Context: an optimization exercise on an open-source flow, tuned for small area, a short achievable clock period and few clock cycles per item. The choices shown serve that exercise and are no tape-out recipe.
Only simulation tests tie the RTL to the original design; equivalence was not proved.

==> flow/design.v <==
`default_nettype none
package modexp_pkg;
  localparam int unsigned ModW   = 31;
  localparam int unsigned FieldW = 63;
  localparam logic [ModW-1:0] ModulusReset = 31'd1000000007;
  localparam logic [3:0] StIdle = 4'd0;    
  localparam logic [3:0] StNorm = 4'd1;    
  localparam logic [3:0] StRed  = 4'd2;    
  localparam logic [3:0] StRedR = 4'd3;    
  localparam logic [3:0] StCpaB = 4'd4;    
  localparam logic [3:0] StScnW = 4'd5;    
  localparam logic [3:0] StMul  = 4'd6;    
  localparam logic [3:0] StMulR = 4'd7;    
  localparam logic [3:0] StCpaM = 4'd8;    
  localparam logic [3:0] StFin  = 4'd9;    
  localparam logic [3:0] StCor1 = 4'd10;   
  localparam logic [3:0] StCor2 = 4'd11;   
  localparam logic [3:0] StCpaF = 4'd12;   
  localparam logic [3:0] StAcc  = 4'd13;   
  localparam logic [3:0] StZero = 4'd14;   
  localparam logic [3:0] StOne  = 4'd15;   
  typedef logic [ModW-1:0] mod_t;
endpackage
`default_nettype wire
`default_nettype none
module modexp_mulser (
  input  wire  [7:0] est_i,
  input  wire  [2:0] mbin_i,
  output logic [7:0] t_o
);
  logic signed [7:0] est;
  logic signed [7:0] th [8];
  assign est = est_i;
  always_comb begin
    th[0] = (mbin_i == 3'd0) ? -8'sd30 : (mbin_i == 3'd1) ? -8'sd34 : (mbin_i == 3'd2) ? -8'sd37 : (mbin_i == 3'd3) ? -8'sd41 : (mbin_i == 3'd4) ? -8'sd44 : (mbin_i == 3'd5) ? -8'sd48 : (mbin_i == 3'd6) ? -8'sd51 : -8'sd55;
    th[1] = (mbin_i == 3'd0) ? -8'sd22 : (mbin_i == 3'd1) ? -8'sd24 : (mbin_i == 3'd2) ? -8'sd27 : (mbin_i == 3'd3) ? -8'sd29 : (mbin_i == 3'd4) ? -8'sd32 : (mbin_i == 3'd5) ? -8'sd34 : (mbin_i == 3'd6) ? -8'sd37 : -8'sd39;
    th[2] = (mbin_i == 3'd0) ? -8'sd13 : (mbin_i == 3'd1) ? -8'sd15 : (mbin_i == 3'd2) ? -8'sd16 : (mbin_i == 3'd3) ? -8'sd18 : (mbin_i == 3'd4) ? -8'sd19 : (mbin_i == 3'd5) ? -8'sd21 : (mbin_i == 3'd6) ? -8'sd22 : -8'sd24;
    th[3] = (mbin_i == 3'd0) ? -8'sd5 : (mbin_i == 3'd1) ? -8'sd5 : (mbin_i == 3'd2) ? -8'sd6 : (mbin_i == 3'd3) ? -8'sd6 : (mbin_i == 3'd4) ? -8'sd7 : (mbin_i == 3'd5) ? -8'sd7 : (mbin_i == 3'd6) ? -8'sd8 : -8'sd8;
    th[4] = (mbin_i == 3'd0) ? 8'sd4 : (mbin_i == 3'd1) ? 8'sd4 : (mbin_i == 3'd2) ? 8'sd5 : (mbin_i == 3'd3) ? 8'sd5 : (mbin_i == 3'd4) ? 8'sd6 : (mbin_i == 3'd5) ? 8'sd6 : (mbin_i == 3'd6) ? 8'sd7 : 8'sd7;
    th[5] = (mbin_i == 3'd0) ? 8'sd12 : (mbin_i == 3'd1) ? 8'sd14 : (mbin_i == 3'd2) ? 8'sd15 : (mbin_i == 3'd3) ? 8'sd17 : (mbin_i == 3'd4) ? 8'sd18 : (mbin_i == 3'd5) ? 8'sd20 : (mbin_i == 3'd6) ? 8'sd21 : 8'sd23;
    th[6] = (mbin_i == 3'd0) ? 8'sd21 : (mbin_i == 3'd1) ? 8'sd23 : (mbin_i == 3'd2) ? 8'sd26 : (mbin_i == 3'd3) ? 8'sd28 : (mbin_i == 3'd4) ? 8'sd31 : (mbin_i == 3'd5) ? 8'sd33 : (mbin_i == 3'd6) ? 8'sd36 : 8'sd38;
    th[7] = (mbin_i == 3'd0) ? 8'sd29 : (mbin_i == 3'd1) ? 8'sd33 : (mbin_i == 3'd2) ? 8'sd36 : (mbin_i == 3'd3) ? 8'sd40 : (mbin_i == 3'd4) ? 8'sd43 : (mbin_i == 3'd5) ? 8'sd47 : (mbin_i == 3'd6) ? 8'sd50 : 8'sd54;
  end
  for (genvar k = 0; k < 8; k++) begin : g_t
    assign t_o[k] = (est >= th[k]);
  end
endmodule
`default_nettype wire
`default_nettype none
module modular_exponentiation_top #(
  parameter int unsigned EXP_WIDTH = 64
) (
  input  wire          clk_i,
  input  wire          rst_ni,
  input  wire          s_axis_tvalid,
  output logic         s_axis_tready,
  input  wire  [127:0] s_axis_tdata,    
  output logic         m_axis_tvalid,
  input  wire          m_axis_tready,
  output logic [31:0]  m_axis_tdata,    
  input  wire          cfg_valid_i,
  output logic         cfg_ready_o,
  input  wire  [30:0]  cfg_data_i       
);
  localparam int unsigned EW = (EXP_WIDTH < modexp_pkg::FieldW) ? EXP_WIDTH : modexp_pkg::FieldW;
  logic [3:0]         st_q, st_d;
  modexp_pkg::mod_t   mod_q;
  logic [4:0]         sh_q;           
  logic [34:0]        s_q, c_q;       
  logic [31:0]        r_q, b_q;       
  logic [2:0]         dig_q;          
  logic [4:0]         k_q;            
  logic               mulb_q;         
  logic signed [6:0]  eidx_q;         
  logic               ebit_q;         
  logic               found_q;        
  logic               ezero_q;        
  logic signed [1:0]  qf_q;           
  logic               sub_q;          
  logic               ovld_q;
  logic               acc_q;
  logic               first_q;        
  logic [2:0]         mbin_q;         
  logic [63:0]        base;
  logic [63:0]        expo;
  assign base = {1'b0, s_axis_tdata[62:0]};
  assign expo = 64'(s_axis_tdata[modexp_pkg::FieldW +: EW]);
  assign cfg_ready_o   = 1'b1;
  assign s_axis_tready = acc_q;
  assign m_axis_tvalid = ovld_q;
  assign m_axis_tdata  = {1'b0, r_q[30:0]};
  logic        red;
  logic [7:0]  t_tab, t;
  logic [7:0]  est;
  logic [31:0] y;
  logic        b_one, b_two, b_neg;
  logic [34:0] ysx, ymag, xy;
  logic [34:0] s4, c4, s1, c1, s3, c3;
  logic [34:0] row;
  logic [32:0] mag, m3_q;         
  logic        q_1, q_2, q_3, q_4, q_p;
  logic [34:0] sum;
  logic [31:0] r_new;
  assign red     = (st_q == modexp_pkg::StRed) || (st_q == modexp_pkg::StRedR) ||
                   (st_q == modexp_pkg::StOne) || (st_q == modexp_pkg::StZero);
  assign est = s_q[34:27] + c_q[34:27];
  modexp_mulser u_qsel (
    .est_i (est),
    .mbin_i(mbin_q),
    .t_o   (t_tab)
  );
  always_comb begin
    if (first_q)                         t = 8'b0000_1111;
    else if (st_q != modexp_pkg::StCor2) t = t_tab;
    else if (qf_q == 2'sd1)              t = 8'b0001_1111;
    else if (qf_q == -2'sd1)             t = 8'b0000_0111;
    else                                 t = 8'b0000_1111;
  end
  always_comb begin
    q_1 = (t[4] & !t[5]) | (t[2] & !t[3]);
    q_2 = (t[5] & !t[6]) | (t[1] & !t[2]);
    q_3 = (t[6] & !t[7]) | (t[0] & !t[1]);
    q_4 = t[7] | !t[0];
    q_p = t[4];
  end
  assign y     = mulb_q ? b_q : r_q;
  assign b_one = !red && (dig_q[1] ^ dig_q[0]);
  assign b_two = !red && ((dig_q == 3'b100) || (dig_q == 3'b011));
  assign b_neg = !red && dig_q[2];
  assign ysx   = {{3{y[31]}}, y};
  assign ymag  = b_two ? {ysx[33:0], 1'b0} : (b_one ? ysx : '0);
  assign xy    = b_neg ? ~ymag : ymag;
  assign s4 = {(first_q ? 33'd0 : s_q[32:0]), 1'b0, b_neg};
  assign c4 = {(first_q ? 33'd0 : c_q[32:0]), (red ? dig_q[1:0] : 2'b00)};
  assign s1 = s4 ^ c4 ^ xy;
  assign c1 = {((s4 & c4) | (s4 & xy) | (c4 & xy)), q_p};
  assign mag = ({33{q_1}} & {2'b00, mod_q}) | ({33{q_2}} & {1'b0, mod_q, 1'b0}) |
               ({33{q_3}} & m3_q) | ({33{q_4}} & {mod_q, 2'b00});
  assign row = q_p ? ~{mag, 2'b00} : {mag, 2'b00};
  assign s3 = s1 ^ c1 ^ row;
  assign c3 = {((s1 & c1) | (s1 & row) | (c1 & row)), 1'b0};
  assign sum   = s_q + c_q;
  assign r_new = sum[33:2];
  logic step, cpa, cpa_b;
  assign step = (st_q == modexp_pkg::StRed)  || (st_q == modexp_pkg::StRedR) ||
                (st_q == modexp_pkg::StMul)  || (st_q == modexp_pkg::StMulR) ||
                (st_q == modexp_pkg::StCor1) || (st_q == modexp_pkg::StCor2) ||
                (st_q == modexp_pkg::StOne)  || (st_q == modexp_pkg::StZero);
  assign cpa   = (st_q == modexp_pkg::StCpaB) || (st_q == modexp_pkg::StCpaM) ||
                 ((st_q == modexp_pkg::StCpaF) && !(sub_q && sum[34]));
  assign cpa_b = (st_q == modexp_pkg::StCpaB);
  logic       scan_done, scan_last;
  logic [3:0] loop_st;
  assign scan_done = found_q || ezero_q;
  always_comb begin
    if (found_q) loop_st = eidx_q[6] ? modexp_pkg::StFin : modexp_pkg::StMul;
    else         loop_st = modexp_pkg::StOne;
  end
  always_comb begin
    st_d = st_q;
    case (st_q)
      modexp_pkg::StIdle: begin
        if (s_axis_tvalid && (!ovld_q || m_axis_tready)) begin
          if (mod_q[30:1] == '0)  st_d = modexp_pkg::StZero;
          else if (!mod_q[30])    st_d = modexp_pkg::StNorm;
          else                    st_d = modexp_pkg::StRed;
        end
      end
      modexp_pkg::StNorm: if (mod_q[29]) st_d = modexp_pkg::StRed;
      modexp_pkg::StRed:  if (k_q == 5'd0) st_d = modexp_pkg::StRedR;
      modexp_pkg::StRedR: st_d = modexp_pkg::StCpaB;
      modexp_pkg::StCpaB: st_d = scan_done ? loop_st : modexp_pkg::StScnW;
      modexp_pkg::StScnW: if (scan_done) st_d = loop_st;
      modexp_pkg::StMul:  if (k_q == 5'd0) st_d = modexp_pkg::StMulR;
      modexp_pkg::StMulR: st_d = modexp_pkg::StCpaM;
      modexp_pkg::StCpaM: begin
        if (!mulb_q && ebit_q)    st_d = modexp_pkg::StMul;
        else if (eidx_q == 7'sd0) st_d = modexp_pkg::StFin;
        else                      st_d = modexp_pkg::StMul;
      end
      modexp_pkg::StFin: begin
        if (r_q[31] || (sh_q != 5'd0)) st_d = modexp_pkg::StCor1;
        else                           st_d = modexp_pkg::StAcc;
      end
      modexp_pkg::StCor1: st_d = modexp_pkg::StCor2;
      modexp_pkg::StCor2: st_d = modexp_pkg::StCpaF;
      modexp_pkg::StCpaF: st_d = modexp_pkg::StFin;
      modexp_pkg::StAcc:  if (s_axis_tvalid) st_d = modexp_pkg::StIdle;
      modexp_pkg::StZero: st_d = modexp_pkg::StCpaF;
      modexp_pkg::StOne:  st_d = modexp_pkg::StCor2;
      default:            st_d = modexp_pkg::StIdle;
    endcase
  end
  always_ff @(posedge clk_i or negedge rst_ni) begin
    if (!rst_ni) begin
      st_q   <= modexp_pkg::StIdle;
      ovld_q <= 1'b0;
      acc_q  <= 1'b0;
      first_q <= 1'b1;
    end else begin
      first_q <= !step;
      st_q  <= st_d;
      acc_q <= (st_d == modexp_pkg::StAcc);
      if (m_axis_tvalid && m_axis_tready) ovld_q <= 1'b0;
      if (s_axis_tvalid && s_axis_tready) ovld_q <= 1'b1;
    end
  end
  always_ff @(posedge clk_i or negedge rst_ni) begin
    if (!rst_ni) begin
      mod_q <= modexp_pkg::ModulusReset;
    end else if (cfg_valid_i) begin
      mod_q <= cfg_data_i;
    end else if (st_q == modexp_pkg::StNorm && !mod_q[30]) begin
      mod_q <= {mod_q[29:0], 1'b0};
    end else if (st_q == modexp_pkg::StFin && !r_q[31] && sh_q != 5'd0) begin
      mod_q <= {1'b0, mod_q[30:1]};
    end
  end
  logic [2:0] rwin, bwin;
  logic [32:0] rext;
  assign rext = {r_q, 1'b0};
  always_comb begin
    rwin = 3'b000;
    for (int j = 0; j < 15; j++) begin
      if (k_q == 5'(j + 1)) rwin = rext[2*j+2 -: 3];
    end
    bwin = 3'b000;
    for (int j = 0; j < 31; j++) begin
      if (k_q == 5'(j + 1)) bwin = {1'b0, base[2*j+1 -: 2]};
    end
  end
  logic esel;
  assign esel = expo[eidx_q[5:0]];
  always_ff @(posedge clk_i) begin
    s_q <= s3;
    c_q <= c3;
    mbin_q <= mod_q[29:27];
    m3_q   <= {2'b00, mod_q} + {1'b0, mod_q, 1'b0};
    if (cpa)   r_q <= r_new;
    if (cpa_b) b_q <= r_new;
    case (st_q)
      modexp_pkg::StIdle: begin
        dig_q <= {2'b00, base[62] && (mod_q[30:1] != '0)};
        k_q   <= 5'd31;
      end
      modexp_pkg::StRed, modexp_pkg::StMul: begin
        dig_q <= (k_q == 5'd0) ? 3'b000 : ((st_q == modexp_pkg::StRed) ? bwin : rwin);
        k_q   <= k_q - 5'd1;
      end
      modexp_pkg::StCpaB, modexp_pkg::StCpaM: begin
        dig_q <= (st_q == modexp_pkg::StCpaB && scan_done && !found_q) ? 3'b001 : r_new[31:29];
        k_q   <= 5'd15;
      end
      modexp_pkg::StScnW: begin
        dig_q <= (scan_done && !found_q) ? 3'b001 : r_q[31:29];
        k_q   <= 5'd15;
      end
      modexp_pkg::StFin:  dig_q <= 3'b001;
      modexp_pkg::StNorm: ;
      default:            dig_q <= 3'b000;
    endcase
    if (st_q == modexp_pkg::StCpaM) mulb_q <= !mulb_q && ebit_q;
    else if (st_q == modexp_pkg::StCpaB || st_q == modexp_pkg::StScnW ||
             st_q == modexp_pkg::StFin) mulb_q <= 1'b0;
    ebit_q <= (st_q == modexp_pkg::StIdle) ? 1'b0 : esel;
    if (st_q == modexp_pkg::StIdle) begin
      eidx_q  <= 7'sd62;
      found_q <= 1'b0;
      ezero_q <= 1'b0;
    end else if (!scan_done) begin
      if (ebit_q)                 found_q <= 1'b1;
      else if (eidx_q == -7'sd1)  ezero_q <= 1'b1;
      else                        eidx_q  <= eidx_q - 7'sd1;
    end else if (st_q == modexp_pkg::StCpaM && !(!mulb_q && ebit_q)) begin
      eidx_q <= eidx_q - 7'sd1;
    end
    if (st_q == modexp_pkg::StIdle) sh_q <= 5'd0;
    else if (st_q == modexp_pkg::StNorm && !mod_q[30]) sh_q <= sh_q + 5'd1;
    else if (st_q == modexp_pkg::StFin && !r_q[31] && sh_q != 5'd0) sh_q <= sh_q - 5'd1;
    if (st_q == modexp_pkg::StFin) begin
      qf_q  <= r_q[31] ? -2'sd1 : 2'sd1;
      sub_q <= !r_q[31];
    end else if (st_q == modexp_pkg::StCpaB || st_q == modexp_pkg::StScnW ||
                 st_q == modexp_pkg::StIdle) begin
      qf_q  <= 2'sd0;
      sub_q <= 1'b0;
    end
  end
endmodule
`default_nettype wire
==> flow/flow/run.sh <==
#!/bin/bash
# Standard ORFS layout (the standard.sh, standard synthesis) with a larger
# setup margin for timing repair; make's output goes to make_finish.log.
set -euo pipefail
bash standard.sh SETUP_SLACK_MARGIN=6 finish > make_finish.log 2>&1
==> flow/standard.sh <==
#!/bin/bash
# synth_recipe.tcl (not shown) runs the flow's synth.tcl, then flattens the netlist and writes it again
# the make line also repeats each setting of config.mk as NAME=value (left out here)
make -C /OpenROAD-flow-scripts/flow DESIGN_CONFIG=/design/flow/config.mk WORK_HOME=/design/flow/orfs CLKGATE_MAP_FILE= SYNTH_SCRIPT=/design/flow/synth_recipe.tcl "${@:-finish}"
==> flow/config.mk <==
export PLATFORM = sky130hd
export DESIGN_NAME = modular_exponentiation_top
export DESIGN_NICKNAME = modular_exponentiation_top
export VERILOG_FILES = /design/flow/design.v
export SDC_FILE = /design/flow/constraint.sdc
export NUM_CORES = 4
export LEC_CHECK = 0
export CAP_MARGIN = 20
export CORE_MARGIN = 2
export CORE_UTILIZATION = 40
export SLEW_MARGIN = 20
==> flow/constraint.sdc <==
create_clock -name core_clock -period 10.0 [get_ports {clk_i}]
set_input_delay 2.0000 -clock core_clock [delete_from_list [all_inputs] [get_ports {clk_i}]]
set_output_delay 2.0000 -clock core_clock [all_outputs]
set_load 0.01 [all_outputs]
==> flow_metrics.py, run 1 <==
metrics = {
    "status": {
        "status": "complete, no violations",
    },
    "floorplanning": {
        "die_w_um": 216,
        "row_count": 77,
        "initial_core_util_pct": 40.6,
        "core_area_sq_um": 44400,
        "die_area_sq_um": 46800,
        "ioPinCount": 199,
        "die_height_um": 216,
    },
    "critical_path": {
        "crit_path_top_delay_cell": "or4_4",
        "cp.depth": 16,
        "critPathLaunchType": "flip-flop",
        "crit_family": "adder cells",
        "crit_chain": "ha_4, fa_2, buf_12, xor2_4, ha_4, a21oi_2, a21oi_2, o31a_1, or4_4, o32ai_4, buf_12, buf_16, a222oi_1, a21boi_2, xnor2_2, fa_2",
        "worstReg2RegEnd": "s_q[5]",
        "required_ns": 10.44,
        "reg2reg_setup_slack_ns": 5.80,
        "path_buf_inv": 3,
        "path_class": "reg2reg",
        "ff2ff_path_depth": 16,
        "worstPathArrival_ns": 4.64,
        "cpPeakStageDelay_ns": 0.56,
        "path_max_fanout": 8,
        "r2r_start": "c_q[27]",
        "crit_path_end_kind": "flip-flop",
    },
    "synthesis": {
        "syn-num-nets": 2289,
        "synth_ff_type": "dfxtp_1",
        "synth_edf_count": 76,
        "yosysUniqueCellTypes": 94,
        "ys.warnings.count": 3,
        "yosysTopAreaCell": "dfxtp_1",
        "yosysMostFrequentCell": "a21oi_1",
        "synth-seq-cells": 234,
        "synth_area_sq_um": 18000,
        "synthTopCellsByArea": "dfxtp_1 13%, edfxtp_1 13%, ha_1 8.5%",
        "syn_inst": 1935,
        "synthTopCellsByCount": "179 x a21oi_1, 162 x nor2_1, 127 x nand2_1, 122 x ha_1",
        "syn_area_per_cell_sq_um": 9.32,
        "seq_area_frac_synth_pct": 31.4,
        "async_flop_share_pct": 16.2,
        "synth_top_area_share_pct": 13.3,
    },
    "route": {
        "drtIter0Drc": 1205,
        "antenna_left": 0,
        "drc": 0,
        "detail_route.wirelength_mm": 50.2,
        "vias_per_cell": 5.54,
        "firstDrtPassIters": 6,
        "dr_total_vias": 14854,
        "wl_per_cell_um": 18.7,
    },
    "sta": {
        "post-route-worst-setup-slack_ns": 5.80,
        "finalCriticalPeriod_ns": 4.20,
        "rsz0062_at_grt": "yes",
        "fin_crit_sh_pct": 42.0,
        "max_freq_mhz": 238,
        "maxSlewViolCount": 0,
        "tns_ns": 0,
        "setup_viol": 0,
        "skew_ns": 0.0285,
        "final_hold_viol_count": 0,
        "tightest_slew_ns": 0.974,
        "slew_headroom_pct": 34.5,
    },
    "placed_design": {
        "dp.cells": 2592,
        "placed_area_sq_um": 20100,
        "dp_hpwl_mm": 36.7,
        "pre_cts_ws_ns": 4.56,
        "port_buffers": 194,
        "gp_congestion": 0.884,
    },
    "cts": {
        "clockBufferDepth": 3,
        "htree_levels": 1,
        "cts_tree": "built",
        "clk_pin_slew_worst_paths_ns": 0.06,
        "clockRootBuffer": "clkbuf_16",
        "cts.sinks": 234,
        "numCtsBuffers": 27,
        "worstSkewPairLatency_ns": 0.57,
    },
    "global_route": {
        "grt_use_total_pct": 21.0,
        "overflow": 0,
        "antenna_found_initial": 0,
        "grt_max_degree": 65,
        "grt_pass1_vias": 14566,
        "grt_first_pass_wirelength_mm": 79.8,
    },
    "worst_hold_path": {
        "hold_path.startpoint": "mod_q[0]",
        "holdPathStages": 0,
        "worstHoldEndpoint": "m3_q[0]",
        "hold_path.class": "reg2reg",
    },
    "layout": {
        "nets": 2421,
        "drive_gt1_share_pct": 13.4,
        "fin_cells": 2680,
        "antennaDiodeCount": 0,
        "area_delta_synth_final_pct": 21.5,
        "stdcell_area_sq_um": 21900,
    },
    "run": {
        "cap_viol_max_count": 0,
    },
}
[cell usage in the layout (no fill, tap or decap), types with 16 or more instances in the layout]
cell type,n
xor2_1,23
dfstp_2,17
edfxtp_1,76
a21o_1,24
a22oi_1,35
dfxtp_1,117
mux4_2,19
a222oi_1,30
nand2_1,127
clkdlybuf4s50_1,192
a21oi_1,171
a21boi_2,18
nor2b_1,68
buf_4,34
dfrtp_1,20
fa_2,16
fa_1,52
mux2_2,33
nor3_1,28
nor2_1,159
o21a_1,17
inv_1,85
nand3_1,38
ha_1,114
o21ai_0,84
clkbuf_16,27
xnor2_1,108
nand2b_1,23
[worst max-delay path by stage]
stage / from / end
finish: c_q[27] / s_q[5]
global route: s_q[27] / s_q[18]
CTS: c_q[27] / s_q[5]
detailed placement: s_q[27] / s_q[4]
global placement: s_q[27] / s_q[4]
floorplan: s_q[27] / s_q[15]
[metal layers]
metal  share of wire [%]  global-route usage [%]  up-vias
met5                   0                       0        -
met4                 1.4                    3.70        0
met1                  47                    29.8     7202
li1                    -                       -     7205
met3                 4.9                    2.36       50
met2                  47                    34.8      397
[cell families (layout without fill, tap and decap cells)]
kind of cell / Yosys count / count (layout) / synth area share [%]
AO/OA/AOI/OAI: 543 / 546 / 20.4
AND/OR/NAND/NOR: 529 / 529 / 14.3
flip-flops: 234 / 234 / 31.4
buffers and inverters: 233 / 383 / 6.04
adder cells (fa/ha/maj): 190 / 190 / 16.0
XOR/XNOR: 145 / 145 / 7.08
multiplexers: 59 / 59 / 4.82
other: 2 / 2 / 0.0416
[per-stage QoR]
step	util [%]	hold slack (ns)
4_1_cts	48.7	0.490
3_3_place_gp	45.3	0.471
6_report	49.3	0.492
3_5_place_dp	45.3	0.480
2_1_floorplan	-	0.422
5_1_grt	49.3	0.502
[sequential cells by signal (all words and copies together) (netlist names), 2 cells and up]
signal	flops
s_q	35
c_q	34
m3_q	33
b_q	32
r_q	32
mod_q	31
eidx_q	7
k_q	5
sh_q	5
st_q	4
dig_q	3
mbin_q	3
qf_q	2
[repair_timing]
action	4_1_cts	5_1_grt
gates cloned	5	0
setup buffers	24	9
pin swaps	20	31
endpoints found under the setup margin	67	67
hold buffers	0	0
resized for setup	59	47
[area by class of cell]
cell class	count	area, sq um
clock buffers	34	712
clock inverters	16	168
fillers	4124	22500
inverters	88	330
multi-input cells	1471	11900
flip-flops and latches	234	5660
well taps	592	741
repair buffers	245	2450
Testbench counts, summed over its fixed seeds: cycles 179,520, items 192.
==> inputs of run 2 (changes only) <==
--- a/flow/config.mk
+++ b/flow/config.mk
@@ -6,4 +6,5 @@
 export NUM_CORES = 4
 export LEC_CHECK = 0
+export ABC_AREA = 1
 export CAP_MARGIN = 20
 export CORE_MARGIN = 2
==> flow_metrics.py, run 2 <==
metrics = {
    "layout": {
        "drive_gt1_share_pct": 16.2,
        "utilization_pct": 51.5,
        "layout_common_cells": "335 x nand2_1, 274 x inv_1, 229 x nor2_1",
        "area_delta_synth_final_pct": 27.8,
        "multi_input_area_sq_um": 11300,
        "n_fill_cell": 4131,
        "nets": 2801,
        "top_register": "s_q",
        "mostFrequentLayoutCell": "nand2_1",
        "antennaDiodeCount": 0,
        "largest_register_ffs": 35,
        "area.sequential_sq_um": 5680,
        "top_regs": "s_q: 35 flops, c_q: 34 flops, m3_q: 33 flops",
    },
    "synthesis": {
        "yosysTopAreaCell": "dfxtp_1",
        "syn-num-nets": 2593,
        "synthTopCellsByCount": "371 x nand2_1, 283 x inv_1, 239 x nor2_1, 149 x a21oi_1, 122 x ha_1",
        "syn_inst": 2239,
        "synth_ff_type": "dfxtp_1",
        "async_flop_share_pct": 16.2,
        "synthTopCellsByArea": "dfxtp_1 14%, edfxtp_1 13%, ha_1 8.6%",
        "ys.warnings.count": 3,
        "yosysMostFrequentCell": "nand2_1",
        "syn_area_per_cell_sq_um": 7.92,
        "seq_area_frac_synth_pct": 31.9,
        "yosysUniqueCellTypes": 60,
        "synth_area_sq_um": 17700,
        "synth-seq-cells": 234,
        "synth_edf_count": 76,
        "synth_top_area_share_pct": 13.5,
    },
    "critical_path": {
        "path_class": "reg2reg",
        "worstReg2RegEnd": "s_q[5]",
        "cpPeakStageDelay_ns": 0.48,
        "r2r_start": "s_q[27]",
        "crit_path_end_kind": "flip-flop",
        "crit_path_top_delay_cell": "fa_1",
        "critPathLaunchType": "flip-flop",
        "ff2ff_path_depth": 20,
        "crit_chain": "ha_4, fa_2, buf_12, xnor2_4, inv_4, buf_6, buf_4, ha_4, a21oi_2, a31oi_2, o311ai_2, nand4_1, nand2_4, buf_12, nand2_2, o21ai_1, a21oi_1, o21ai_1, xor2_1, fa_1",
        "worstPathArrival_ns": 4.58,
        "path_max_fanout": 5,
        "required_ns": 10.44,
        "reg2reg_setup_slack_ns": 5.86,
    },
    "worst_hold_path": {
        "hold_path.startpoint": "mod_q[0]",
        "worstHoldEndpoint": "m3_q[0]",
        "hold_path.class": "reg2reg",
        "holdPathStages": 0,
    },
    "route": {
        "detail_route.wirelength_mm": 52.8,
        "drc": 0,
        "wl_per_cell_um": 17.2,
        "vias_per_cell": 5.16,
        "dr_total_vias": 15787,
        "drtIter0Drc": 1063,
        "firstDrtPassIters": 7,
        "antenna_left": 0,
    },
    "sta": {
        "fin_crit_sh_pct": 41.4,
        "slew_headroom_pct": 29.1,
        "max_freq_mhz": 242,
        "final_hold_viol_count": 0,
        "rsz0062_at_grt": "yes",
        "setup_viol": 0,
        "finalCriticalPeriod_ns": 4.14,
        "post-route-worst-setup-slack_ns": 5.86,
        "skew_ns": 0.0152,
        "tns_ns": 0,
        "tightest_slew_ns": 1.06,
        "maxSlewViolCount": 0,
    },
    "global_route": {
        "grt_first_pass_wirelength_mm": 84.0,
        "overflow": 0,
        "antenna_found_initial": 0,
        "grt_use_total_pct": 22.3,
        "grt_max_degree": 65,
        "grt_pass1_vias": 15908,
    },
    "placed_design": {
        "gp_congestion": 0.891,
        "port_buffers": 194,
        "pre_cts_ws_ns": 4.93,
        "dp_hpwl_mm": 37.3,
    },
    "floorplanning": {
        "ioPinCount": 199,
        "initial_core_util_pct": 40.3,
        "core_area_sq_um": 44000,
        "die_w_um": 215,
        "row_count": 77,
        "die_area_sq_um": 46000,
        "die_height_um": 215,
    },
    "cts": {
        "cts.sinks": 234,
        "htree_levels": 1,
        "worstSkewPairLatency_ns": 0.56,
        "cts_hold_buf": 0,
        "cts_tree": "built",
        "clk_pin_slew_worst_paths_ns": 0.06,
        "clockBufferDepth": 3,
        "numCtsBuffers": 28,
        "clockRootBuffer": "clkbuf_16",
    },
    "status": {
        "status": "complete, no violations",
    },
    "run": {
        "cap_viol_max_count": 0,
    },
}
==> run 2: cell types whose count changed in the layout (fill, tap and decap cells not counted), sizes merged, moves of 69 or more <==
| cell | delta |
|---|---|
| inv | +226 |
| nand2 | +248 |
| xnor2 | -100 |
| nor2b | -69 |
| nor2 | +79 |
| xor2 | +95 |
==> run 2: area by class of cell <==
| cell class | count | area share (%) |
|---|---|---|
| Multi-Input combinational cell | 1586 | 49.7 |
| Sequential cell | 234 | 25.1 |
| Timing Repair Buffer | 279 | 12.5 |
| Inverter | 317 | 5.37 |
| Clock buffer | 37 | 3.37 |
| Tap cell | 592 | 3.27 |
| Clock inverter | 15 | 0.718 |
| Timing Repair inverter | 1 | 0.0387 |
==> run 2: metrics by stage <==
step / cell area (sq um) / cells / hold slack (ns)
after global placement: 20000 / 2931 / 0.435
final: 22700 / 3061 / 0.428
after CTS: 21900 / 3034 / 0.441
after floorplan: 17700 / 2239 / 0.419
after detailed placement: 20000 / 2931 / 0.436
after global routing: 22700 / 3061 / 0.437
==> run 2: worst max-delay path by stage <==
stage / slack, ns / start / end
after floorplan: 6.07 / s_q[3] / r_q[0]
after global placement: 4.93 / c_q[29] / s_q[3]
after detailed placement: 4.93 / c_q[29] / s_q[3]
after CTS: 5.91 / c_q[27] / s_q[5]
after global routing: 5.72 / s_q[27] / s_q[16]
final: 5.86 / s_q[27] / s_q[5]
==> run 2: logic make-up (layout without fill, tap and decap cells) <==
| family | count (synthesis) | after routing | share of synthesized area [%] |
|---|---|---|---|
| multiplexers | 26 | 26 | 1.49 |
| AND/OR/NAND/NOR | 731 | 734 | 16.7 |
| flip-flops | 234 | 234 | 31.9 |
| other | 2 | 2 | 0.0424 |
| XOR/XNOR | 140 | 140 | 7.06 |
| AO/OA/AOI/OAI | 494 | 494 | 16.8 |
| adder cells (fa/ha/maj) | 190 | 190 | 16.3 |
| buffers and inverters | 422 | 649 | 9.80 |
==> run 2: what timing repair did <==
item,4_1_cts,5_1_grt
setup buffers,42,25
gates resized for setup,140,144
cloned,9,1
pin swaps,76,103
setup endpoints to repair,99,108
==> run 2: critical path, delay by kind of cell, from the launching register on <==
kind	cells	cell delay (ns)
compound gates	6	0.84
flops	1	0.34
xor+xnor	2	0.56
fa+ha+maj	4	1.17
buf+inv	5	0.65
simple gates	3	0.46
==> run 2: routing by layer <==
layer | GRT usage [%] | wire length, um | vias to the layer above
li1 | - | - | 7816
met1 | 29.9 | 24000 | 7480
met2 | 37.6 | 24800 | 400
met3 | 2.98 | 2480 | 91
met4 | 6.48 | 1440 | 0
met5 | 0 | 0 | -
==> inputs of run 3 (changes only) <==
--- a/flow/config.mk
+++ b/flow/config.mk
@@ -6,7 +6,7 @@
 export NUM_CORES = 4
 export LEC_CHECK = 0
-export ABC_AREA = 1
 export CAP_MARGIN = 20
 export CORE_MARGIN = 2
 export CORE_UTILIZATION = 40
+export PLACE_DENSITY = 0.5
 export SLEW_MARGIN = 20
==> flow_metrics.py, run 3 <==
metrics = {
    "route": {
        "wl_per_cell_um": 19.2,
        "vias_per_cell": 5.46,
        "firstDrtPassIters": 7,
        "dr_total_vias": 14674,
        "antenna_left": 0,
        "drtIter0Drc": 1047,
        "detail_route.wirelength_mm": 51.6,
        "drc": 0,
    },
    "sta": {
        "skew_ns": 0.0191,
        "final_hold_viol_count": 0,
        "tightest_slew_ns": 1.07,
        "fin_crit_sh_pct": 42.7,
        "maxSlewViolCount": 0,
        "max_freq_mhz": 234,
        "rsz0062_at_grt": "yes",
        "finalCriticalPeriod_ns": 4.27,
        "slew_headroom_pct": 28.5,
        "setup_viol": 0,
        "tns_ns": 0,
    },
    "synthesis": {
        "synth_area_sq_um": 18000,
        "yosysMostFrequentCell": "a21oi_1",
        "synthXorXnorAreaFrac_pct": 7.08,
        "synth_compound_area_share_pct": 20.4,
        "yosysUniqueCellTypes": 94,
        "syn-num-nets": 2289,
        "syn_area_per_cell_sq_um": 9.32,
        "synth-seq-cells": 234,
        "synth_top_area_share_pct": 13.3,
        "seq_area_frac_synth_pct": 31.4,
        "syn_inst": 1935,
        "synth_top_family_by_area": "compound AO/OA/AOI/OAI gates",
        "synthTopCellsByCount": "179 x a21oi_1, 162 x nor2_1, 127 x nand2_1, 122 x ha_1",
        "async_flop_share_pct": 16.2,
        "synthTopCellsByArea": "dfxtp_1 13%, edfxtp_1 13%, ha_1 8.5%",
        "yosysTopAreaCell": "dfxtp_1",
        "synth_fa_ha_area_share_pct": 16.0,
        "synth_edf_count": 76,
        "synthMuxAreaShare_pct": 4.82,
        "synthSimpleGateAreaFrac_pct": 14.3,
        "synth_ff_type": "dfxtp_1",
        "ys.warnings.count": 3,
    },
    "worst_hold_path": {
        "hold_path.class": "reg2reg",
    },
    "critical_path": {
        "crit_chain": "ha_4, fa_2, buf_6, xor2_4, ha_4, a21oi_4, a21oi_2, o31a_1, or4_4, buf_6, o32ai_4, clkbuf_16, a222oi_1, a21boi_2, xnor2_1, fa_2",
        "required_ns": 10.45,
        "path_class": "reg2reg",
        "critPathLaunchType": "flip-flop",
        "crit_path_end_kind": "flip-flop",
        "worstPathArrival_ns": 4.71,
        "path_max_fanout": 7,
        "cpPeakStageDelay_ns": 0.55,
        "crit_path_top_delay_cell": "or4_4",
    },
    "cts": {
        "cts.sinks": 234,
        "worstSkewPairLatency_ns": 0.57,
        "cts_tree": "built",
        "cts_hold_buf": 0,
        "clockBufferDepth": 3,
        "numCtsBuffers": 29,
        "htree_levels": 1,
        "clk_pin_slew_worst_paths_ns": 0.06,
        "clockRootBuffer": "clkbuf_16",
    },
    "layout": {
        "largest_register_ffs": 35,
        "layout_common_cells": "192 x clkdlybuf4s50_1, 171 x a21oi_1, 159 x nor2_1",
        "top_regs": "s_q: 35 flops, c_q: 34 flops, m3_q: 33 flops",
        "nets": 2429,
        "mostFrequentLayoutCell": "clkdlybuf4s50_1",
        "drive_gt1_share_pct": 14.6,
        "antennaDiodeCount": 0,
        "top_register": "s_q",
        "area_delta_synth_final_pct": 23.2,
    },
    "placed_design": {
        "gp_congestion": 0.886,
        "port_buffers": 194,
        "dp_hpwl_mm": 37.9,
    },
    "floorplanning": {
        "die_area_sq_um": 46800,
        "initial_core_util_pct": 40.6,
        "core_area_sq_um": 44400,
        "die_w_um": 216,
        "row_count": 77,
        "ioPinCount": 199,
        "die_height_um": 216,
    },
    "global_route": {
        "grt_max_degree": 65,
        "antenna_found_initial": 0,
        "grt_first_pass_wirelength_mm": 81.8,
        "grt_pass1_vias": 14543,
        "grt_use_total_pct": 21.8,
        "overflow": 0,
    },
    "status": {
        "status": "complete, no violations",
    },
    "run": {
        "cap_viol_max_count": 0,
    },
}
[run 3: cell families after synthesis]
logic type | count (synthesis)
compound gates | 543
simple gates | 529
flops | 234
buf+inv | 233
fa+ha+maj | 190
xor+xnor | 145
mux | 59
other cells | 2
[run 3: final timing paths]
check,start,endpoint,slack (ns),depth (start not counted)
worst min register to register,acc_q,ovld_q,0.47,2
worst max-delay path,c_q[27],s_q[14],5.73,16
worst min-delay path,acc_q,ovld_q,0.47,2
worst max register to register,c_q[27],s_q[14],5.73,16
min in group asynchronous,rst_ni,st_q[0],1.59,1
max in group asynchronous,rst_ni,st_q[1],7.78,1
[run 3: final cells by class]
cell class                 instances  area (sq um)
timing repair buffer             253          2580
clock buffer                      38           821
clock inverter                    16           208
inverter                          88           330
multi-input combinational       1469         11900
tap                              592           741
sequential                       234          5660
fill                            4159         22200
[run 3: stage by stage]
stage	area, sq um	worst slack [ns]	hold WS, ns	util (%)	cells
after CTS	21900	5.78	0.473	49.4	2683
after global routing	22200	5.61	0.484	50.0	2690
after global placement	20100	4.38	0.455	45.4	2595
final	22200	5.73	0.472	50.0	2690
after detailed placement	20100	4.34	0.470	45.4	2595
after floorplan	18100	6.02	0.422	-	1935
[run 3: worst max-delay path, delay by kind of cell, from the launching register on]
family / cells / cell delay, ns
AO/OA/AOI/OAI: 6 / 0.92
adder cells (fa/ha/maj): 4 / 1.26
AND/OR/NAND/NOR: 1 / 0.55
buffers and inverters: 3 / 0.53
XOR/XNOR: 2 / 0.54
flip-flops: 1 / 0.33
[run 3: per-layer routing]
layer | track usage (%) | vias to the layer above | wire length, um
met3 | 2.27 | 49 | 2090
li1 | - | 7229 | -
met1 | 31.6 | 7088 | 25100
met2 | 35.5 | 308 | 23600
met4 | 4.11 | 0 | 723
met5 | 0 | - | 0
[run 3: timing repair]
item,4_1_cts,5_1_grt
gates cloned,5,1
setup endpoints to repair,67,68
pin swaps,34,40
endpoints found under the hold margin,0,0
resized for setup,79,45
buffers inserted,29,6
==> inputs of run 4 (changes only) <==
--- a/flow/config.mk
+++ b/flow/config.mk
@@ -9,4 +9,4 @@
 export CORE_MARGIN = 2
 export CORE_UTILIZATION = 40
-export PLACE_DENSITY = 0.5
+export PLACE_DENSITY = 0.75
 export SLEW_MARGIN = 20
==> flow_metrics.py, run 4 <==
metrics = {
    "synthesis": {
        "syn_inst": 1935,
        "synthTopCellsByCount": "179 x a21oi_1, 162 x nor2_1, 127 x nand2_1, 122 x ha_1",
        "syn-num-nets": 2289,
        "seq_area_frac_synth_pct": 31.4,
        "synth-seq-cells": 234,
        "synthTopCellsByArea": "dfxtp_1 13%, edfxtp_1 13%, ha_1 8.5%",
        "syn_area_per_cell_sq_um": 9.32,
        "synth_edf_count": 76,
        "synth_area_sq_um": 18000,
        "async_flop_share_pct": 16.2,
        "yosysUniqueCellTypes": 94,
        "ys.warnings.count": 3,
        "synth_ff_type": "dfxtp_1",
        "synth_top_area_share_pct": 13.3,
        "yosysTopAreaCell": "dfxtp_1",
        "yosysMostFrequentCell": "a21oi_1",
    },
    "sta": {
        "final_hold_viol_count": 0,
        "post-route-worst-setup-slack_ns": 5.59,
        "tightest_slew_ns": 1.03,
        "setup_viol": 0,
        "tns_ns": 0,
        "fin_crit_sh_pct": 44.1,
        "skew_ns": 0.00896,
        "slew_headroom_pct": 31.5,
        "maxSlewViolCount": 0,
        "rsz0062_at_grt": "yes",
        "max_freq_mhz": 227,
        "finalCriticalPeriod_ns": 4.41,
    },
    "critical_path": {
        "required_ns": 10.42,
        "critPathLaunchType": "flip-flop",
        "crit_path_top_delay_cell": "fa_1",
        "worstPathArrival_ns": 4.83,
        "path_class": "reg2reg",
        "crit_family": "adder cells",
        "critical_path.most_common_cell": "buf_6",
        "cpPeakStageDelay_ns": 0.47,
        "path_max_fanout": 6,
        "crit_path_end_kind": "flip-flop",
        "path_buf_inv": 5,
        "crit_chain": "ha_4, fa_2, buf_12, xor2_4, buf_6, ha_4, nor2b_1, a221o_1, a21o_1, a21oi_2, o2111ai_4, buf_6, o32ai_4, buf_6, clkbuf_16, a222oi_1, a21boi_1, xnor2_1, fa_1",
    },
    "cts": {
        "worstSkewPairLatency_ns": 0.54,
        "numCtsBuffers": 27,
        "clockRootBuffer": "clkbuf_16",
        "cts_hold_buf": 0,
        "clockBufferDepth": 3,
        "cts.sinks": 234,
        "clk_pin_slew_worst_paths_ns": 0.06,
        "cts_tree": "built",
        "htree_levels": 1,
    },
    "route": {
        "drtIter0Drc": 1461,
        "drc": 0,
        "wl_per_cell_um": 18.9,
        "detail_route.wirelength_mm": 50.9,
        "firstDrtPassIters": 7,
        "antenna_left": 0,
        "dr_total_vias": 15207,
        "vias_per_cell": 5.66,
    },
    "layout": {
        "nets": 2431,
        "drive_gt1_share_pct": 15.6,
        "n_fill_cell": 3892,
        "antennaDiodeCount": 0,
        "fin_cells": 2689,
        "area_delta_synth_final_pct": 23.3,
        "mostFrequentLayoutCell": "clkdlybuf4s50_1",
        "stdcell_area_sq_um": 22200,
        "top_regs": "s_q: 35 flops, c_q: 34 flops, m3_q: 33 flops",
        "top_register": "s_q",
        "largest_register_ffs": 35,
        "layout_common_cells": "192 x clkdlybuf4s50_1, 171 x a21oi_1, 159 x nor2_1",
    },
    "status": {
        "status": "complete, no violations",
    },
    "placed_design": {
        "pre_cts_ws_ns": 4.60,
        "dp_hpwl_mm": 35.6,
        "port_buffers": 194,
        "placed_area_sq_um": 20100,
        "gp_congestion": 0.922,
        "dp.cells": 2591,
    },
    "floorplanning": {
        "die_area_sq_um": 46800,
        "row_count": 77,
        "die_w_um": 216,
        "ioPinCount": 199,
        "die_height_um": 216,
        "initial_core_util_pct": 40.6,
        "core_area_sq_um": 44400,
    },
    "global_route": {
        "grt_max_degree": 70,
        "grt_use_total_pct": 20.7,
        "grt_first_pass_wirelength_mm": 78.9,
        "antenna_found_initial": 0,
        "overflow": 0,
        "grt_pass1_vias": 14714,
    },
    "run": {
        "cap_viol_max_count": 0,
    },
    "worst_hold_path": {
        "hold_path.class": "reg2reg",
    },
}
==> run 4: cell counts after synthesis <==
Identical to the previous run, type by type.
==> run 4: final cells by class <==
class                   count  area [sq um]  share of cell area (%)
inverters                  88           330                    1.49
clock buffers              36           749                    3.37
clock inverters            13           154                   0.692
repair buffers            254          2580                    11.6
well taps                 592           741                    3.33
multi-input cells        1472         12000                    54.0
flip-flops and latches    234          5660                    25.5
==> run 4: path summary, 6_finish.rpt <==
path / start / to / slack, ns / cells past startpoint
setup / recovery: s_q[27] / s_q[16] / 5.59 / 19
hold / removal: acc_q / ovld_q / 0.49 / 2
setup reg to reg: s_q[27] / s_q[16] / 5.59 / 19
hold reg to reg: acc_q / ovld_q / 0.49 / 2
max in group asynchronous: rst_ni / st_q[3] / 7.77 / 1
min in group asynchronous: rst_ni / mod_q[8] / 1.59 / 1
==> run 4: routing by layer <==
| metal | vias to the layer above | track usage, % | part of all wire, % |
|---|---|---|---|
| li1 | 7230 | - | - |
| met5 | - | 0 | 0 |
| met2 | 538 | 33.8 | 46 |
| met4 | 0 | 4.52 | 2.7 |
| met3 | 83 | 2.72 | 6.2 |
| met1 | 7356 | 29.2 | 45 |
==> run 4: logic make-up after synthesis <==
| family | after synthesis | synth area share [%] |
|---|---|---|
| AO/OA/AOI/OAI | 543 | 20.4 |
| XOR/XNOR | 145 | 7.08 |
| adder cells (fa/ha/maj) | 190 | 16.0 |
| buffers and inverters | 233 | 6.04 |
| flip-flops | 234 | 31.4 |
| multiplexers | 59 | 4.82 |
| other | 2 | 0.0416 |
| AND/OR/NAND/NOR | 529 | 14.3 |
==> run 4: stage by stage <==
step | utilization (%) | hold WS [ns]
finish | 50.1 | 0.487
global route | 50.1 | 0.496
CTS | 49.0 | 0.487
detailed placement | 45.3 | 0.478
global placement | 45.3 | 0.468
floorplan | - | 0.422
==> run 4: what timing repair did <==
action / in CTS / in global routing
setup buffers: 21 / 21
resized for setup: 94 / 54
gates cloned: 4 / 3
endpoints found under the setup margin: 67 / 67
pin swaps: 20 / 29
==> run 4: worst reg2reg max path: stages (launching register included) <==
cell and delay [ns]:
dfxtp_2 0.34, ha_4 0.17, fa_2 0.38, buf_12 0.15, xor2_4 0.21, buf_6 0.14, ha_4 0.27, nor2b_1 0.05
a221o_1 0.28, a21o_1 0.17, a21oi_2 0.18, o2111ai_4 0.16, buf_6 0.19, o32ai_4 0.25, buf_6 0.19, clkbuf_16 0.15
a222oi_1 0.08, a21boi_1 0.17, xnor2_1 0.29, fa_1 0.47
==> inputs of run 5 (changes only) <==
--- a/flow/config.mk
+++ b/flow/config.mk
@@ -9,4 +9,4 @@
 export CORE_MARGIN = 2
 export CORE_UTILIZATION = 40
-export PLACE_DENSITY = 0.75
 export SLEW_MARGIN = 20
+export TNS_END_PERCENT = 30
==> flow_metrics.py, run 5 <==
metrics = {
    "critical_path": {
        "reg2reg_setup_slack_ns": 5.75,
        "crit_path_end_kind": "flip-flop",
        "worstPathArrival_ns": 4.67,
        "required_ns": 10.42,
        "ff2ff_path_depth": 18,
        "r2r_start": "s_q[27]",
        "critPathLaunchType": "flip-flop",
        "path_max_fanout": 8,
        "worstReg2RegEnd": "s_q[31]",
        "path_class": "reg2reg",
    },
    "floorplanning": {
        "row_count": 77,
        "ioPinCount": 199,
        "core_area_sq_um": 44400,
        "die_w_um": 216,
        "initial_core_util_pct": 40.6,
        "die_area_sq_um": 46800,
        "die_height_um": 216,
    },
    "layout": {
        "area.sequential_sq_um": 5660,
        "largest_register_ffs": 35,
        "drive_gt1_share_pct": 13.0,
        "antennaDiodeCount": 0,
        "mostFrequentLayoutCell": "clkdlybuf4s50_1",
        "nets": 2427,
        "top_regs": "s_q: 35 flops, c_q: 34 flops, m3_q: 33 flops",
        "stdcell_area_sq_um": 22000,
        "layout_common_cells": "192 x clkdlybuf4s50_1, 171 x a21oi_1, 159 x nor2_1",
        "n_fill_cell": 4067,
        "area_delta_synth_final_pct": 21.9,
        "top_register": "s_q",
        "multi_input_area_sq_um": 11900,
    },
    "cts": {
        "clk_pin_slew_worst_paths_ns": 0.06,
        "cts_tree": "built",
        "clockBufferDepth": 3,
        "worstSkewPairLatency_ns": 0.56,
        "cts_hold_buf": 0,
        "cts.sinks": 234,
        "numCtsBuffers": 28,
        "clockRootBuffer": "clkbuf_16",
        "htree_levels": 1,
    },
    "worst_hold_path": {
        "hold_path.class": "reg2reg",
        "worstHoldEndpoint": "ovld_q",
        "hold_path.startpoint": "acc_q",
        "holdPathStages": 2,
    },
    "synthesis": {
        "seq_area_frac_synth_pct": 31.4,
        "yosysTopAreaCell": "dfxtp_1",
        "synthTopCellsByCount": "179 x a21oi_1, 162 x nor2_1, 127 x nand2_1, 122 x ha_1",
        "synth_area_sq_um": 18000,
        "synth_edf_count": 76,
        "syn-num-nets": 2289,
        "synth_top_area_share_pct": 13.3,
        "synth_ff_type": "dfxtp_1",
        "syn_area_per_cell_sq_um": 9.32,
        "async_flop_share_pct": 16.2,
        "syn_inst": 1935,
        "synth-seq-cells": 234,
        "synthTopCellsByArea": "dfxtp_1 13%, edfxtp_1 13%, ha_1 8.5%",
        "ys.warnings.count": 3,
        "yosysMostFrequentCell": "a21oi_1",
        "yosysUniqueCellTypes": 94,
    },
    "global_route": {
        "grt_pass1_vias": 14472,
        "grt_use_total_pct": 20.9,
        "grt_first_pass_wirelength_mm": 79.2,
        "antenna_found_initial": 0,
        "grt_max_degree": 65,
        "overflow": 0,
    },
    "placed_design": {
        "placed_area_sq_um": 20100,
        "dp_hpwl_mm": 36.7,
        "port_buffers": 194,
        "gp_congestion": 0.887,
    },
    "route": {
        "drtIter0Drc": 1098,
        "wl_per_cell_um": 18.7,
        "vias_per_cell": 5.51,
        "dr_total_vias": 14793,
        "drc": 0,
        "antenna_left": 0,
        "detail_route.wirelength_mm": 50.4,
        "firstDrtPassIters": 6,
    },
    "sta": {
        "finalCriticalPeriod_ns": 4.25,
        "fin_crit_sh_pct": 42.5,
        "tns_ns": 0,
        "setup_viol": 0,
        "slew_headroom_pct": 35.5,
        "final_hold_viol_count": 0,
        "max_freq_mhz": 236,
        "rsz0062_at_grt": "yes",
        "whs_ns": 0.480,
        "maxSlewViolCount": 0,
        "tightest_slew_ns": 0.960,
        "skew_ns": 0.0288,
    },
    "run": {
        "cap_viol_max_count": 0,
    },
    "status": {
        "status": "complete, no violations",
    },
}
run 5: cell counts after synthesis:
Identical to the previous run, type by type.
run 5: metrics by stage:
| stage | util (%) | setup WS (ns) | std cells |
|---|---|---|---|
| after floorplan | - | 5.99 | 1935 |
| after global placement | 45.3 | 4.55 | 2590 |
| after detailed placement | 45.3 | 4.47 | 2590 |
| after CTS | 48.6 | 5.81 | 2667 |
| after global routing | 49.5 | 5.62 | 2687 |
| final | 49.5 | 5.75 | 2687 |
run 5: worst max-delay path by stage:
stage,startpoint,endpoint,slack (ns)
after CTS,c_q[27],s_q[32],5.81
after detailed placement,s_q[27],s_q[4],4.47
final,s_q[27],s_q[31],5.75
after global placement,s_q[27],s_q[4],4.55
after floorplan,s_q[27],s_q[15],5.99
after global routing,s_q[27],s_q[31],5.62
run 5: cell families (layout without fill, tap and decap cells):
group,after synthesis,in the layout,synth area share (%)
AO/OA/AOI/OAI,543,546,20.4
multiplexers,59,59,4.82
adder cells (fa/ha/maj),190,190,16.0
other,2,2,0.0416
AND/OR/NAND/NOR,529,529,14.3
XOR/XNOR,145,145,7.08
flip-flops,234,234,31.4
buffers and inverters,233,390,6.04
run 5: layer usage:
metal	routed length [um]	vias up	GRT usage (%)
met3	2340	68	2.36
li1	-	7231	-
met2	23000	404	34.0
met4	1150	0	4.75
met5	0	-	0
met1	23900	7090	29.7
run 5: worst max-delay path: stages, from the launching register on:
cell and delay, ns:
dfxtp_2 0.33, ha_4 0.16, fa_2 0.38, buf_12 0.15, xor2_4 0.22, ha_4 0.32
inv_2 0.03, a221o_1 0.30, a21o_1 0.16, a21oi_2 0.18, o2111ai_4 0.15, buf_6 0.19
o32ai_4 0.25, buf_6 0.16, clkbuf_16 0.15, a222oi_1 0.08, a21boi_1 0.16, xnor2_1 0.27
fa_1 0.47
run 5: layout make-up:
cell class                 instances  share of cell area [%]
clock buffer                      46                    3.81
multi-input combinational       1471                    53.9
sequential                       234                    25.7
clock inverter                     6                   0.267
inverter                          88                    1.50
tap                              592                    3.37
timing repair buffer             250                    11.4
run 5: what timing repair did:
item	in CTS	in global routing
setup endpoints to repair	67	67
buffers inserted	21	18
pin swaps	25	35
resized for setup	45	45
gates cloned	4	1
==> inputs of run 6 (changes only) <==
--- a/flow/config.mk
+++ b/flow/config.mk
@@ -10,3 +10,3 @@
 export CORE_UTILIZATION = 40
 export SLEW_MARGIN = 20
-export TNS_END_PERCENT = 30
+export TNS_END_PERCENT = 10
==> flow_metrics.py, run 6 <==
metrics = {
    "floorplanning": {
        "initial_core_util_pct": 40.6,
        "core_area_sq_um": 44400,
        "die_area_sq_um": 46800,
        "row_count": 77,
        "die_w_um": 216,
        "die_height_um": 216,
        "ioPinCount": 199,
    },
    "route": {
        "wl_per_cell_um": 18.6,
        "detail_route.wirelength_mm": 49.8,
        "vias_per_cell": 5.54,
        "drtIter0Drc": 1074,
        "dr_total_vias": 14819,
        "antenna_left": 0,
        "firstDrtPassIters": 6,
        "drc": 0,
    },
    "synthesis": {
        "syn_area_per_cell_sq_um": 9.32,
        "synth_top_area_share_pct": 13.3,
        "seq_area_frac_synth_pct": 31.4,
        "yosysMostFrequentCell": "a21oi_1",
        "ys.warnings.count": 3,
        "yosysTopAreaCell": "dfxtp_1",
        "syn_inst": 1935,
        "synth_area_sq_um": 18000,
        "synth_edf_count": 76,
        "yosysUniqueCellTypes": 94,
        "synthTopCellsByCount": "179 x a21oi_1, 162 x nor2_1, 127 x nand2_1, 122 x ha_1",
        "syn-num-nets": 2289,
        "synthTopCellsByArea": "dfxtp_1 13%, edfxtp_1 13%, ha_1 8.5%",
        "synth_ff_type": "dfxtp_1",
        "async_flop_share_pct": 16.2,
        "synth-seq-cells": 234,
    },
    "layout": {
        "largest_register_ffs": 35,
        "fin_cells": 2674,
        "layout_common_cells": "192 x clkdlybuf4s50_1, 174 x a21oi_1, 159 x nor2_1",
        "antennaDiodeCount": 0,
        "top_regs": "s_q: 35 flops, c_q: 34 flops, m3_q: 33 flops",
        "stdcell_area_sq_um": 21800,
        "mostFrequentLayoutCell": "clkdlybuf4s50_1",
        "area_delta_synth_final_pct": 21.0,
        "drive_gt1_share_pct": 12.0,
        "nets": 2413,
        "n_fill_cell": 4061,
        "top_register": "s_q",
        "area.sequential_sq_um": 5660,
        "multi_input_area_sq_um": 11800,
    },
    "critical_path": {
        "r2r_start": "c_q[27]",
        "path_class": "reg2reg",
        "required_ns": 10.43,
        "ff2ff_path_depth": 18,
        "path_max_fanout": 7,
        "critical_path.endpoint": "s_q[22]",
        "crit_path_end_kind": "flip-flop",
        "reg2reg_setup_slack_ns": 5.73,
        "critPathLaunchType": "flip-flop",
        "worstPathArrival_ns": 4.71,
        "cp-startpoint": "c_q[27]",
        "worstReg2RegEnd": "s_q[22]",
    },
    "sta": {
        "tightest_slew_ns": 1.02,
        "skew_ns": 0.0168,
        "fin_crit_sh_pct": 42.7,
        "rsz0062_at_grt": "yes",
        "maxSlewViolCount": 0,
        "finalCriticalPeriod_ns": 4.27,
        "max_freq_mhz": 234,
        "tns_ns": 0,
        "final_hold_viol_count": 0,
        "setup_viol": 0,
        "slew_headroom_pct": 31.3,
        "whs_ns": 0.483,
    },
    "placed_design": {
        "gp_congestion": 0.882,
        "placed_area_sq_um": 20100,
        "dp_hpwl_mm": 36.8,
        "port_buffers": 194,
        "dp.cells": 2591,
    },
    "cts": {
        "htree_levels": 1,
        "worstSkewPairLatency_ns": 0.57,
        "clk_pin_slew_worst_paths_ns": 0.06,
        "cts.sinks": 234,
        "numCtsBuffers": 29,
        "cts_hold_buf": 0,
        "clockRootBuffer": "clkbuf_16",
        "clockBufferDepth": 3,
        "cts_tree": "built",
    },
    "global_route": {
        "overflow": 0,
        "grt_use_total_pct": 21.0,
        "antenna_found_initial": 0,
        "grt_first_pass_wirelength_mm": 79.6,
        "grt_max_degree": 68,
        "grt_pass1_vias": 14796,
    },
    "status": {
        "status": "complete, no violations",
    },
    "worst_hold_path": {
        "hold_path.class": "reg2reg",
    },
    "run": {
        "cap_viol_max_count": 0,
    },
}
[run 6: critical path, cell delays in order (launching register included)]
cell and delay, ns:
dfxtp_1 0.33, ha_4 0.17, fa_2 0.42, nand3_2 0.12, nand2_2 0.07, xnor2_2 0.20, inv_2 0.11, ha_4 0.29
nand2b_4 0.12, a21oi_2 0.04, o31a_1 0.26, or4_4 0.55, buf_6 0.16, o32ai_4 0.19, clkbuf_16 0.23, a222oi_1 0.09
a21boi_2 0.19, xnor2_2 0.19, fa_1 0.43
[run 6: kinds of logic (layout without fill, tap and decap cells)]
logic type	Yosys count	count (layout)	synth area share, %
AOI/OAI and AO/OA	543	546	20.4
DFF	234	234	31.4
muxes	59	59	4.82
other	2	2	0.0416
buffers and inverters	233	377	6.04
xor gates and xnor gates	145	145	7.08
adders and majority gates	190	190	16.0
and+or+nand+nor	529	529	14.3
[run 6: what timing repair did]
action	4_1_cts	5_1_grt
buffers inserted	16	8
resized for setup	51	16
pin swaps	18	11
endpoints found under the setup margin	67	70
gates cloned	4	1
[run 6: worst min path at each step]
stage,from,endpoint,slack (ns),cells past startpoint
3_3_place_gp,acc_q,ovld_q,0.47,2
4_1_cts,mod_q[0],m3_q[0],0.48,0
3_5_place_dp,acc_q,ovld_q,0.48,2
5_1_grt,mod_q[0],m3_q[0],0.49,0
2_1_floorplan,mod_q[29],mbin_q[2],0.42,0
6_report,mod_q[0],m3_q[0],0.48,0
[run 6: cell type report]
| type | count | area share [%] |
|---|---|---|
| Timing Repair Buffer | 235 | 10.7 |
| Tap cell | 592 | 3.39 |
| Multi-Input combinational cell | 1471 | 53.9 |
| Clock buffer | 37 | 3.64 |
| Sequential cell | 234 | 25.9 |
| Inverter | 88 | 1.51 |
| Clock inverter | 17 | 0.991 |
[run 6: metrics by stage]
step                setup slack, ns  util [%]
finish                         5.73      49.2
global route                   5.57      49.2
CTS                            5.75      48.8
detailed placement             4.50      45.3
global placement               4.54      45.3
floorplan                      5.99         -
[run 6: per-layer routing]
layer	track usage, %	vias to the layer above	share of wire [%]
met5	0	-	0
met4	5.27	0	2.4
met3	3.21	87	5.8
met2	33.7	441	45
met1	29.5	7093	47
li1	-	7198	-
==> inputs of run 7 (changes only) <==
--- a/flow/config.mk
+++ b/flow/config.mk
@@ -8,5 +8,4 @@
 export CAP_MARGIN = 20
 export CORE_MARGIN = 2
-export CORE_UTILIZATION = 40
+export CORE_UTILIZATION = 30
 export SLEW_MARGIN = 20
-export TNS_END_PERCENT = 10
==> flow_metrics.py, run 7 <==
metrics = {
    "layout": {
        "largest_register_ffs": 35,
        "multi_input_area_sq_um": 12000,
        "mostFrequentLayoutCell": "clkdlybuf4s50_1",
        "drive_gt1_share_pct": 14.5,
        "n_fill_cell": 5870,
        "top_register": "s_q",
        "nets": 2434,
        "area_delta_synth_final_pct": 23.9,
        "area.sequential_sq_um": 5660,
        "top_regs": "s_q: 35 flops, c_q: 34 flops, m3_q: 33 flops",
        "stdcell_area_sq_um": 22300,
        "antennaDiodeCount": 0,
        "layout_common_cells": "192 x clkdlybuf4s50_1, 171 x a21oi_1, 159 x nor2_1",
    },
    "sta": {
        "tns_ns": 0,
        "slew_headroom_pct": 30.0,
        "finalCriticalPeriod_ns": 4.30,
        "setup_viol": 0,
        "fin_crit_sh_pct": 43.0,
        "final_hold_viol_count": 0,
        "maxSlewViolCount": 0,
        "skew_ns": 0.00822,
        "rsz0062_at_grt": "yes",
        "tightest_slew_ns": 1.05,
        "max_freq_mhz": 233,
    },
    "synthesis": {
        "synth-seq-cells": 234,
        "yosysMostFrequentCell": "a21oi_1",
        "ys.warnings.count": 3,
        "synth_edf_count": 76,
        "synthTopCellsByCount": "179 x a21oi_1, 162 x nor2_1, 127 x nand2_1, 122 x ha_1",
        "syn_inst": 1935,
        "synth_top_family_by_area": "compound AO/OA/AOI/OAI gates",
        "yosysUniqueCellTypes": 94,
        "synthXorXnorAreaFrac_pct": 7.08,
        "synthTopCellsByArea": "dfxtp_1 13%, edfxtp_1 13%, ha_1 8.5%",
        "yosysTopAreaCell": "dfxtp_1",
        "synth_compound_area_share_pct": 20.4,
        "synth_top_area_share_pct": 13.3,
        "seq_area_frac_synth_pct": 31.4,
        "synth_ff_type": "dfxtp_1",
        "async_flop_share_pct": 16.2,
        "synthMuxAreaShare_pct": 4.82,
        "syn_area_per_cell_sq_um": 9.32,
        "synth_area_sq_um": 18000,
        "synth_fa_ha_area_share_pct": 16.0,
        "syn-num-nets": 2289,
        "synthSimpleGateAreaFrac_pct": 14.3,
    },
    "global_route": {
        "grt_first_pass_wirelength_mm": 83.3,
        "overflow": 0,
        "grt_max_degree": 65,
        "antenna_found_initial": 0,
        "grt_use_total_pct": 16.5,
        "grt_pass1_vias": 14828,
    },
    "worst_hold_path": {
        "hold_path.class": "reg2reg",
    },
    "placed_design": {
        "dp_hpwl_mm": 38.2,
        "port_buffers": 194,
        "gp_congestion": 0.883,
        "placed_area_sq_um": 20400,
    },
    "route": {
        "drtIter0Drc": 1091,
        "drc": 0,
        "detail_route.wirelength_mm": 52.8,
        "vias_per_cell": 5.20,
        "firstDrtPassIters": 6,
        "wl_per_cell_um": 18.4,
        "dr_total_vias": 14940,
        "antenna_left": 0,
    },
    "floorplanning": {
        "initial_core_util_pct": 30.5,
        "core_area_sq_um": 59200,
        "die_height_um": 249,
        "die_area_sq_um": 62100,
        "row_count": 89,
        "die_w_um": 249,
        "ioPinCount": 199,
    },
    "run": {
        "cap_viol_max_count": 0,
    },
    "cts": {
        "clk_pin_slew_worst_paths_ns": 0.06,
        "cts_hold_buf": 0,
        "htree_levels": 1,
        "clockRootBuffer": "clkbuf_16",
        "clockBufferDepth": 3,
        "numCtsBuffers": 27,
        "cts.sinks": 234,
        "worstSkewPairLatency_ns": 0.55,
        "cts_tree": "built",
    },
    "critical_path": {
        "crit_chain": "ha_4, fa_2, buf_6, xor2_4, buf_6, ha_4, inv_2, a221o_1, a21o_1, a21oi_2, o2111ai_4, o32ai_4, buf_6, buf_12, a222oi_1, a21boi_2, xnor2_2, fa_2",
        "critPathLaunchType": "flip-flop",
        "critical_path.most_common_cell": "buf_6",
        "crit_path_top_delay_cell": "fa_2",
        "path_buf_inv": 5,
        "required_ns": 10.42,
        "cpPeakStageDelay_ns": 0.49,
        "crit_family": "compound AO/OA/AOI/OAI gates",
        "crit_path_end_kind": "flip-flop",
        "path_class": "reg2reg",
        "worstPathArrival_ns": 4.72,
        "path_max_fanout": 5,
    },
    "status": {
        "status": "complete, no violations",
    },
}
[run 7: cell types whose count changed in the layout (fill, tap and decap cells not counted), moves of 4 or more]
cell	previous run	this run
buf_6	3	15
clkbuf_1	4	10
ha_4	5	10
ha_1	115	111
clkinv_2	7	3
bufinv_16	5	0
xnor2_2	6	17
a21boi_1	16	12
fa_1	67	49
a21boi_2	14	19
buf_12	3	7
xnor2_1	112	102
fa_2	1	19
[run 7: path summary, 6_finish.rpt]
path | start | slack (ns) | to | cells past startpoint
setup / recovery | s_q[27] | 5.70 | s_q[4] | 18
hold / removal | acc_q | 0.48 | ovld_q | 2
setup reg to reg | s_q[27] | 5.70 | s_q[4] | 18
hold reg to reg | acc_q | 0.48 | ovld_q | 2
max in group asynchronous | rst_ni | 7.77 | st_q[1] | 1
min in group asynchronous | rst_ni | 1.59 | mod_q[6] | 1
[run 7: metal layers]
metal / up-vias / GRT usage [%] / part of all wire, %
li1: 7230 / - / -
met1: 7176 / 22.1 / 45
met2: 462 / 27.6 / 47
met3: 72 / 2.64 / 5.7
met4: 0 / 4.18 / 2.5
met5: - / 0 / 0
[run 7: layout make-up]
type,instances,area share (%)
Clock inverter,9,0.207
Inverter,88,1.48
Tap cell,773,4.33
Timing Repair Buffer,257,11.7
Multi-Input combinational cell,1472,53.5
Sequential cell,234,25.3
Clock buffer,39,3.36
[run 7: stage by stage]
step | util [%] | cells | hold WS, ns | worst slack, ns
CTS | 37.1 | 2865 | 0.486 | 5.71
finish | 37.7 | 2872 | 0.484 | 5.70
global route | 37.7 | 2872 | 0.496 | 5.57
global placement | 34.3 | 2771 | 0.467 | 4.58
detailed placement | 34.4 | 2772 | 0.472 | 4.49
floorplan | - | 1935 | 0.422 | 6.02
[run 7: worst register-to-register path, stage by stage, from the launching register on]
cell and delay, ns:
dfxtp_2 0.34, ha_4 0.17, fa_2 0.38, buf_6 0.15, xor2_4 0.20, buf_6 0.14, ha_4 0.28, inv_2 0.03
a221o_1 0.30, a21o_1 0.17, a21oi_2 0.20, o2111ai_4 0.18, o32ai_4 0.32, buf_6 0.19, buf_12 0.13, a222oi_1 0.08
a21boi_2 0.18, xnor2_2 0.26, fa_2 0.49
[run 7: repair_timing]
item                                    in CTS  in global routing
gates resized for setup                     63                 70
endpoints found under the setup margin      67                 68
gates cloned                                 6                  1
pin swaps                                   35                 42
setup buffers                               39                  6
[run 7: cells by family (layout without fill, tap and decap cells)]
logic type,count (synthesis),after routing
fa+ha+maj,190,190
flops,234,234
mux,59,59
buf+inv,233,393
compound gates,543,545
xor+xnor,145,145
other cells,2,2
simple gates,529,531

-- what the ideal ports hide --
Ports are ideal in the flow. The routed layouts listed here were re-timed in OpenROAD. Step 1 sets driving cells, clkbuf_16 on the clock port and buf_2 on the other inputs (assumed; they add their load-dependent delay and slew). Step 2 adds t to the input delays and takes it off the output delays; t is the mean of the earliest and latest rising clock arrival at the registers after step 1. Input paths then give back, and output paths get back, about the clock's delay inside the block. Slacks: no drivers / after step 1 / after step 2; pairs: no drivers / after step 1.
run	t, ns	setup slack, ns	worst hold slack (ns)	slew at the worst register clock pin (ns)	worst slew at a driven data input, ns
run 1	0.609	5.797 / 5.797 / 5.579	0.492 / 0.492 / 0.492	0.06 / 0.06	0.06
run 2	0.609	5.860 / 5.860 / 5.467	0.428 / 0.428 / 0.428	0.06 / 0.06	0.06
run 3	0.611	5.732 / 5.732 / 5.587	0.472 / 0.472 / 0.472	0.06 / 0.06	0.07
run 4	0.589	5.589 / 5.589 / 5.589	0.487 / 0.487 / 0.487	0.06 / 0.06	0.06
run 5	0.600	5.755 / 5.755 / 5.561	0.480 / 0.480 / 0.480	0.06 / 0.06	0.07
run 6	0.617	5.725 / 5.725 / 5.556	0.483 / 0.483 / 0.483	0.06 / 0.06	0.06
run 7	0.597	5.700 / 5.700 / 5.577	0.484 / 0.484 / 0.484	0.06 / 0.06	0.06
After both steps every run listed still meets setup and hold. For run 2, which loses most, drivers alone change the setup slack by 0.000 ns; drivers and shift together by -0.393 ns.
